Background: an optimization exercise with open tools, aiming at small area, a short achievable clock period and few clock cycles per item. Do not read the settings as production practice.
In this exercise RTL edits were held to simulation tests only and were not proved equivalent to the original.

**flow/constraint.sdc**
```tcl
create_clock -name core_clock -period 5.0 [get_ports {clk}]
set_input_delay 1.0000 -clock core_clock [delete_from_list [all_inputs] [get_ports {clk}]]
set_output_delay 1.0000 -clock core_clock [all_outputs]
set_load 0.01 [all_outputs]
```
**flow/design.v**
```verilog
package cache_ctrl_pkg;
  localparam int ADDR_WIDTH   = 16;
  localparam int BLOCK_SIZE   = 16;
  localparam int CACHE_LINES  = 16;
  localparam int OFFSET_WIDTH = $clog2(BLOCK_SIZE);
  localparam int INDEX_WIDTH  = $clog2(CACHE_LINES);
  localparam int TAG_WIDTH    = ADDR_WIDTH - OFFSET_WIDTH - INDEX_WIDTH;
  localparam int LINE_BITS    = BLOCK_SIZE * 8;
  typedef logic [ADDR_WIDTH-1:0]  addr_t;
  typedef logic [INDEX_WIDTH-1:0] index_t;
  typedef logic [TAG_WIDTH-1:0]   tag_t;
  typedef logic [LINE_BITS-1:0]   line_t;
  typedef enum logic [2:0] {
    S_IDLE,
    S_LOOKUP,
    S_WB_REQ,
    S_RF_REQ,
    S_RF_WAIT,
    S_RESP
  } state_e;
endpackage
import cache_ctrl_pkg::*;
module cache_line_store (
  input  logic   clk,
  input  logic   reset_n,
  input  logic [INDEX_WIDTH-1:0] rd_index,
  output logic   rd_valid,
  output logic   rd_dirty,
  output logic [TAG_WIDTH-1:0]   rd_tag,
  output logic [LINE_BITS-1:0]  rd_data,
  input  logic [INDEX_WIDTH-1:0] wr_index,
  input  logic   wr_valid_en,
  input  logic   wr_dirty_en,
  input  logic   wr_tag_en,
  input  logic   wr_data_en,
  input  logic   wr_valid,
  input  logic   wr_dirty,
  input  logic [TAG_WIDTH-1:0]   wr_tag,
  input  logic [LINE_BITS-1:0]  wr_data
);
  logic [CACHE_LINES-1:0] valid_q, valid_d;
  logic [CACHE_LINES-1:0] dirty_q, dirty_d;
  logic [TAG_WIDTH-1:0]                   tag_q  [CACHE_LINES];
  logic [LINE_BITS-1:0]                  data_q [CACHE_LINES];
  always_comb begin
    valid_d = valid_q;
    dirty_d = dirty_q;
    if (wr_valid_en) valid_d[wr_index] = wr_valid;
    if (wr_dirty_en) dirty_d[wr_index] = wr_dirty;
  end
  always_ff @(posedge clk or negedge reset_n) begin
    if (!reset_n) begin
      valid_q <= '0;
      dirty_q <= '0;
    end else begin
      valid_q <= valid_d;
      dirty_q <= dirty_d;
    end
  end
  always_ff @(posedge clk) begin
    if (wr_tag_en)  tag_q[wr_index]  <= wr_tag;
    if (wr_data_en) data_q[wr_index] <= wr_data;
  end
  assign rd_valid = valid_q[rd_index];
  assign rd_dirty = dirty_q[rd_index];
  assign rd_tag   = tag_q[rd_index];
  assign rd_data  = data_q[rd_index];
endmodule
import cache_ctrl_pkg::*;
module cache_access_controller (
  input  logic                  clk,
  input  logic                  reset_n,
  input  logic                  cpu_req_valid,
  output logic                  cpu_req_ready,
  input  logic                  cpu_req_write,
  input  logic [ADDR_WIDTH-1:0] cpu_req_addr,
  input  logic [LINE_BITS-1:0]  cpu_req_wdata,
  output logic                  cpu_resp_valid,
  output logic                  cpu_resp_hit,
  output logic [LINE_BITS-1:0]  cpu_resp_rdata,
  output logic                  mem_req_valid,
  input  logic                  mem_req_ready,
  output logic                  mem_req_write,
  output logic [ADDR_WIDTH-1:0] mem_req_addr,
  output logic [LINE_BITS-1:0]  mem_req_wdata,
  input  logic                  mem_resp_valid,
  input  logic [LINE_BITS-1:0]  mem_resp_rdata,
  output logic [15:0]           stat_requests,
  output logic [15:0]           stat_hits,
  output logic [15:0]           stat_misses,
  output logic [15:0]           stat_writebacks
);
  logic [2:0]  state_q, state_d;
  logic [ADDR_WIDTH-1:0]       req_addr_q, req_addr_d;
  logic        req_write_q, req_write_d;
  logic [LINE_BITS-1:0]       req_wdata_q, req_wdata_d;
  logic        resp_valid_q, resp_valid_d;
  logic        resp_hit_q, resp_hit_d;
  logic [LINE_BITS-1:0]       resp_rdata_q, resp_rdata_d;
  logic        mreq_valid_q, mreq_valid_d;
  logic        mreq_write_q, mreq_write_d;
  logic [ADDR_WIDTH-1:0]       mreq_addr_q, mreq_addr_d;
  logic [LINE_BITS-1:0]       mreq_wdata_q, mreq_wdata_d;
  logic [15:0] st_req_q, st_req_d;
  logic [15:0] st_hit_q, st_hit_d;
  logic [15:0] st_miss_q, st_miss_d;
  logic [15:0] st_wb_q, st_wb_d;
  logic   rd_valid, rd_dirty;
  logic [TAG_WIDTH-1:0]   rd_tag;
  logic [LINE_BITS-1:0]  rd_data;
  logic   wr_valid_en, wr_dirty_en, wr_tag_en, wr_data_en;
  logic   wr_valid, wr_dirty;
  logic [LINE_BITS-1:0]  wr_data;
  logic [INDEX_WIDTH-1:0] req_index;
  logic [TAG_WIDTH-1:0]   req_tag;
  logic   lookup_hit;
  logic [LINE_BITS-1:0]  fill_data;
  assign req_index  = req_addr_q[OFFSET_WIDTH +: INDEX_WIDTH];
  assign req_tag    = req_addr_q[ADDR_WIDTH-1 -: TAG_WIDTH];
  assign lookup_hit = rd_valid && (rd_tag == req_tag);
  assign fill_data  = req_write_q ? req_wdata_q : mem_resp_rdata;
  cache_line_store u_store (
    .clk         (clk),
    .reset_n     (reset_n),
    .rd_index    (req_index),
    .rd_valid    (rd_valid),
    .rd_dirty    (rd_dirty),
    .rd_tag      (rd_tag),
    .rd_data     (rd_data),
    .wr_index    (req_index),
    .wr_valid_en (wr_valid_en),
    .wr_dirty_en (wr_dirty_en),
    .wr_tag_en   (wr_tag_en),
    .wr_data_en  (wr_data_en),
    .wr_valid    (wr_valid),
    .wr_dirty    (wr_dirty),
    .wr_tag      (req_tag),
    .wr_data     (wr_data)
  );
  always_comb begin
    state_d      = state_q;
    req_addr_d   = req_addr_q;
    req_write_d  = req_write_q;
    req_wdata_d  = req_wdata_q;
    resp_valid_d = 1'b0;
    resp_hit_d   = resp_hit_q;
    resp_rdata_d = resp_rdata_q;
    mreq_valid_d = mreq_valid_q;
    mreq_write_d = mreq_write_q;
    mreq_addr_d  = mreq_addr_q;
    mreq_wdata_d = mreq_wdata_q;
    st_req_d     = st_req_q;
    st_hit_d     = st_hit_q;
    st_miss_d    = st_miss_q;
    st_wb_d      = st_wb_q;
    wr_valid_en  = 1'b0;
    wr_dirty_en  = 1'b0;
    wr_tag_en    = 1'b0;
    wr_data_en   = 1'b0;
    wr_valid     = 1'b0;
    wr_dirty     = 1'b0;
    wr_data      = req_wdata_q;
    unique case (state_q)
      S_IDLE: begin
        if (cpu_req_valid) begin
          req_addr_d  = cpu_req_addr;
          req_write_d = cpu_req_write;
          req_wdata_d = cpu_req_wdata;
          st_req_d    = st_req_q + 16'd1;
          state_d     = S_LOOKUP;
        end
      end
      S_LOOKUP: begin
        if (lookup_hit) begin
          st_hit_d     = st_hit_q + 16'd1;
          wr_data_en   = req_write_q;
          wr_dirty_en  = req_write_q;
          wr_dirty     = 1'b1;
          resp_rdata_d = req_write_q ? req_wdata_q : rd_data;
          resp_hit_d   = 1'b1;
          resp_valid_d = 1'b1;
          state_d      = S_RESP;
        end else begin
          st_miss_d    = st_miss_q + 16'd1;
          mreq_valid_d = 1'b1;
          if (rd_valid && rd_dirty) begin
            mreq_write_d = 1'b1;
            mreq_addr_d  = {rd_tag, req_index, {OFFSET_WIDTH{1'b0}}};
            mreq_wdata_d = rd_data;
            state_d      = S_WB_REQ;
          end else begin
            mreq_write_d = 1'b0;
            mreq_addr_d  = {req_tag, req_index, {OFFSET_WIDTH{1'b0}}};
            state_d      = S_RF_REQ;
          end
        end
      end
      S_WB_REQ: begin
        if (mem_req_ready) begin
          st_wb_d      = st_wb_q + 16'd1;
          wr_dirty_en  = 1'b1;
          wr_dirty     = 1'b0;
          mreq_write_d = 1'b0;
          mreq_addr_d  = {req_tag, req_index, {OFFSET_WIDTH{1'b0}}};
          state_d      = S_RF_REQ;
        end
      end
      S_RF_REQ: begin
        if (mem_req_ready) begin
          mreq_valid_d = 1'b0;
          state_d      = S_RF_WAIT;
        end
      end
      S_RF_WAIT: begin
        if (mem_resp_valid) begin
          wr_valid_en  = 1'b1;
          wr_dirty_en  = 1'b1;
          wr_tag_en    = 1'b1;
          wr_data_en   = 1'b1;
          wr_valid     = 1'b1;
          wr_dirty     = req_write_q;
          wr_data      = fill_data;
          resp_rdata_d = fill_data;
          resp_hit_d   = 1'b0;
          resp_valid_d = 1'b1;
          state_d      = S_RESP;
        end
      end
      S_RESP: begin
        state_d = S_IDLE;
      end
      default: begin
        state_d = S_IDLE;
      end
    endcase
  end
  always_ff @(posedge clk or negedge reset_n) begin
    if (!reset_n) begin
      state_q      <= S_IDLE;
      req_addr_q   <= '0;
      req_write_q  <= 1'b0;
      req_wdata_q  <= '0;
      resp_valid_q <= 1'b0;
      resp_hit_q   <= 1'b0;
      resp_rdata_q <= '0;
      mreq_valid_q <= 1'b0;
      mreq_write_q <= 1'b0;
      mreq_addr_q  <= '0;
      mreq_wdata_q <= '0;
      st_req_q     <= '0;
      st_hit_q     <= '0;
      st_miss_q    <= '0;
      st_wb_q      <= '0;
    end else begin
      state_q      <= state_d;
      req_addr_q   <= req_addr_d;
      req_write_q  <= req_write_d;
      req_wdata_q  <= req_wdata_d;
      resp_valid_q <= resp_valid_d;
      resp_hit_q   <= resp_hit_d;
      resp_rdata_q <= resp_rdata_d;
      mreq_valid_q <= mreq_valid_d;
      mreq_write_q <= mreq_write_d;
      mreq_addr_q  <= mreq_addr_d;
      mreq_wdata_q <= mreq_wdata_d;
      st_req_q     <= st_req_d;
      st_hit_q     <= st_hit_d;
      st_miss_q    <= st_miss_d;
      st_wb_q      <= st_wb_d;
    end
  end
  assign cpu_req_ready   = (state_q == S_IDLE);
  assign cpu_resp_valid  = resp_valid_q;
  assign cpu_resp_hit    = resp_hit_q;
  assign cpu_resp_rdata  = resp_rdata_q;
  assign mem_req_valid   = mreq_valid_q;
  assign mem_req_write   = mreq_write_q;
  assign mem_req_addr    = mreq_addr_q;
  assign mem_req_wdata   = mreq_wdata_q;
  assign stat_requests   = st_req_q;
  assign stat_hits       = st_hit_q;
  assign stat_misses     = st_miss_q;
  assign stat_writebacks = st_wb_q;
endmodule
```
**flow/run.sh**
```bash
#!/bin/bash
# synth_recipe.tcl (not shown) runs the flow's synth.tcl, then flattens the netlist and writes it again
# the make line also repeats each setting of config.mk as NAME=value (left out here)
make -C /OpenROAD-flow-scripts/flow DESIGN_CONFIG=/design/flow/config.mk WORK_HOME=/design/flow/orfs CLKGATE_MAP_FILE= SYNTH_SCRIPT=/design/flow/synth_recipe.tcl finish
```
**flow/config.mk**
```make
export PLATFORM = sky130hd
export DESIGN_NAME = cache_access_controller
export DESIGN_NICKNAME = cache_access_controller
export VERILOG_FILES = /design/flow/design.v
export SDC_FILE = /design/flow/constraint.sdc
export NUM_CORES = 4
export LEC_CHECK = 0
export CAP_MARGIN = 20
export CORE_MARGIN = 2
export CORE_UTILIZATION = 40
export PLACE_DENSITY = 0.6
export SLEW_MARGIN = 20
```
==> results.txt <==
-- critical path: cells and delay by family, from the launching register on --
| family | cells | cell delay [ns] |
|---|---|---|
| simple gates | 3 | 0.94 |
| xor+xnor | 1 | 0.17 |
| flops | 1 | 0.68 |
| mux | 3 | 1.05 |
| compound gates | 1 | 0.44 |
| buf+inv | 3 | 0.93 |
-- flip-flops by register name, indices dropped and copies added, names as in the netlist --
signal,count
mreq_addr_q,12
mreq_valid_q,1
mreq_wdata_q,128
mreq_write_q,1
req_addr_q,12
req_wdata_q,128
req_write_q,1
resp_hit_q,1
resp_rdata_q,128
resp_valid_q,1
st_hit_q,16
st_miss_q,16
st_req_q,16
st_wb_q,16
state_q,3
u_store.data_q,2048
u_store.dirty_q,16
u_store.tag_q,128
u_store.valid_q,16
-- synthesized netlist by cell type, drive strengths merged (2+ instances only) --
cell and instances:
ha 9, nor2b 8, mux2i 150, clkbuf 181, xor2 21, a22o 8, nand2 275, mux2 405
or4 2, inv 15, and2 6, xnor2 48, edfxtp 2176, nor3 22, nand3 26, nor4 2
o21ai 156, dfrtp 512, a22oi 12, a21oi 114, a31oi 2, and3 22, nor2 153, o31ai 13
buf 111, o21bai 2, nor3b 4, nand4 25, clkinv 2, a31o 2, mux4 678, or3 4
a21o 3, and4 3, nand2b 6
-- report_power, final --
group	internal, W	switching [W]	total [W]
Clock	0.0117	0.00873	0.0204
Sequential	0.0286	0.00136	0.0300
Combinational	0.00936	0.0118	0.0212
Total	0.0497	0.0219	0.0716
-- stage by stage --
stage          std cells  util (%)
6_report            9752     48.38
5_1_grt             9749     48.38
4_1_cts             9746     48.38
3_5_place_dp        9227     44.94
3_3_place_gp        9227     44.94
2_1_floorplan       5191         -
-- cell type report --
cell class / count / share of cell area (%)
flip-flops and latches: 2688 / 61.55
multi-input cells: 2194 / 20.79
repair buffers: 813 / 7.016
clock buffers: 377 / 6.201
well taps: 3515 / 3.463
clock inverters: 142 / 0.9102
inverters: 17 / 0.05418
diodes: 6 / 0.01182
-- cells in the final DEF, fill, tap and decap left out, drive strengths merged, types with 6 or more instances in the layout --
master / instances
a21oi: 114
a22o: 8
a22oi: 12
and2: 6
and3: 22
buf: 204
bufinv: 10
clkbuf: 377
clkdlybuf4s50: 609
clkinv: 113
clkinvlp: 8
dfrtp: 512
diode: 6
edfxtp: 2176
ha: 9
inv: 28
mux2: 405
mux2i: 150
mux4: 678
nand2: 275
nand2b: 6
nand3: 26
nand4: 25
nor2: 153
nor2b: 8
nor3: 22
o21ai: 156
o31ai: 13
xnor2: 48
xor2: 21
-- logic make-up (layout without fill, tap and decap cells) --
kind of cell / count (synthesis) / after routing / synth area share (%)
flip-flops: 2688 / 2688 / 73.94
multiplexers: 1233 / 1233 / 20.18
AND/OR/NAND/NOR: 561 / 561 / 2.302
AO/OA/AOI/OAI: 318 / 318 / 1.651
buffers and inverters: 309 / 1349 / 1.243
XOR/XNOR: 69 / 69 / 0.5717
adder cells (fa/ha/maj): 9 / 9 / 0.1065
other: 1 / 10 / 0.003548
-- worst min path at each step --
stage	from	to	slack (ns)
floorplan	u_store.valid_q[0]	u_store.valid_q[0]	0.42
global placement	u_store.valid_q[0]	u_store.valid_q[0]	0.45
detailed placement	u_store.valid_q[0]	u_store.valid_q[0]	0.46
CTS	reset_n	resp_rdata_q[25]	0.26
global route	reset_n	req_wdata_q[29]	0.30
finish	reset_n	resp_rdata_q[14]	0.27
-- layer usage --
| metal | vias to the layer above | share of wire [%] | global-route usage, % | wire length [um] |
|---|---|---|---|---|
| li1 | 22690 | - | - | - |
| met1 | 28370 | 44 | 26.88 | 112900 |
| met2 | 1507 | 48 | 30.80 | 125000 |
| met3 | 364 | 5.6 | 3.059 | 14400 |
| met4 | 0 | 2.6 | 5.298 | 6694 |
| met5 | - | 0 | 0 | 0 |
==> results.toml <==
[run_status]
status = "complete, no violations"

[placement]
pre_cts_ws_ns = 0.3165
port_buffers = 610
post_dp_cell_area_um2 = 118000
hpwl_um = 154300
place.gp.congestion = 0.7773

[clock_network]
cts_setup_buffers = 0
hold_buffers = 0
cts_root_buffer = "clkbuf_16"
cts.sinks = 2688
clk_pin_slew_ns = 0.06
htree_levels = 5
tritoncts = "done"
clk_path_buf_depth = 4
clk_latency_ns = 0.87
post_cts_resized = 0
cts_made_buffers = 295

[worst_setup_path]
crit_fanout = 28
r2r-start = "req_addr_q[5]"
ff2ff_setup_slack_ns = 0.43
r2r_end = "u_store.data_q[7][104]"
crit_chain = "buf_12 > mux4_2 > mux2i_1 > mux2i_1 > xor2_1 > nor2_1 > nand4_4 > o21ai_4 > nor3b_4 > buf_12 > buf_4"
end_kind = "flop"
slowest_delay_ns = 0.68
cp_slowest_cell = "dfrtp_4"
arrival_ns = 5.09
crit_type = "reg2reg"
startpoint = "req_addr_q[5]"
worst_r2r_path_depth = 11
cp_data_required_time_ns = 5.52
start_kind = "flop"
critPathCapture = "u_store.data_q[7][104]"

[drt]
ant_nets = 0
wl_per_cell_um = 26.56
dr.pass1.iters = 5
vias_per_cell = 5.428
vias = 52940
drc = 0
drtIter0Drc = 4372
routed_wl_um = 259000

[sta]
maxSlewViolCount = 0
hold_viol = 0
final.min_clock_period_ns = 4.573
worst_clock_skew_ns = 0.08958
fmax_mhz = 218.7
relSlewSlack_pct = 25.32
setup_tns_ns = 0
timing.final.ws_setup_ns = 0.4271
finalSetupViolCount = 0
worst_slew_pin_slew_ns = 1.120
rsz0062_at_grt = "no"
fin_crit_sh_pct = 91.46
holdWs_ns = 0.2698

[die]
io_pins = 619
dieArea_um2 = 268400
start_util_pct = 40.26
die_x_um = 518.1
rows = 188
die_h_um = 518.1
core-area_um2 = 262500

[layout]
final_area_um2 = 127000
finalNetCount = 6296
area_delta_synth_final_pct = 20.16
seqCellArea_um2 = 78170
final.fill_count = 21540
drive_gt1_share_pct = 27.65
multi_input_area_um2 = 26410

[synthesis]
yosysSeqAreaShare_pct = 73.94
ys_ff_latch = 2688
synthFlopType = "edfxtp_1"
synth.area.top_cells = "edfxtp_1, mux4_2, dfrtp_1"
async_reset_ff_share_pct = 19.05
post_synth_num_cell_types = 59
yosys_warnings = 2
synth_top_cell_by_area = "edfxtp_1"
synth_area_um2 = 105700
synth_top_area_share_pct = 61.82
synth_edf_count = 2176
post_synth.cell_area_avg_um2 = 20.37
netlist_instances = 5188

[power]
power.density_nw_per_um2 = 563.6
peakVddDrop_mv = 0.5574
finalPower_w = 0.07158
p_leak_nw = 42.50

[global_routing]
grt_pass1_wl_um = 381300
overflow = 0
grt_pass1_vias = 55510
antenna_found_initial = 11
track_usage_pct = 19.06
grt_max_degree = 123

[run]
cap_violations = 0

[hold_path]
hold_path.class = "in2async"
Testbench counts, summed over its fixed seeds: cycles 29,274, items 4,800.

separate check: timing with driven ports:
The flow's constraints put no driver on any port. The routed layout listed below was extracted and timed again, unchanged, in two steps. Step 1: set_driving_cell puts a clkbuf_16 on clk and a buf_2 on each other input, an assumption about the parent block. Step 2, shift: input delay + t, output delay - t, t = (earliest + latest rising clock arrival at the registers) / 2. This alone moves slack from input paths to output paths. Slacks: ideal / step 1 / step 2; pairs: ideal / step 1.
shift t [ns]: 0.920
setup WS [ns]: 0.427 / 0.427 / 0.427
hold slack, ns: 0.270 / 0.220 / 0.472
slew at the worst register clock pin (ns): 0.07 / 0.07
After both steps this run still meets setup and hold. The setup slack of this run moves by 0.000 ns with the drivers and by 0.000 ns with both steps.
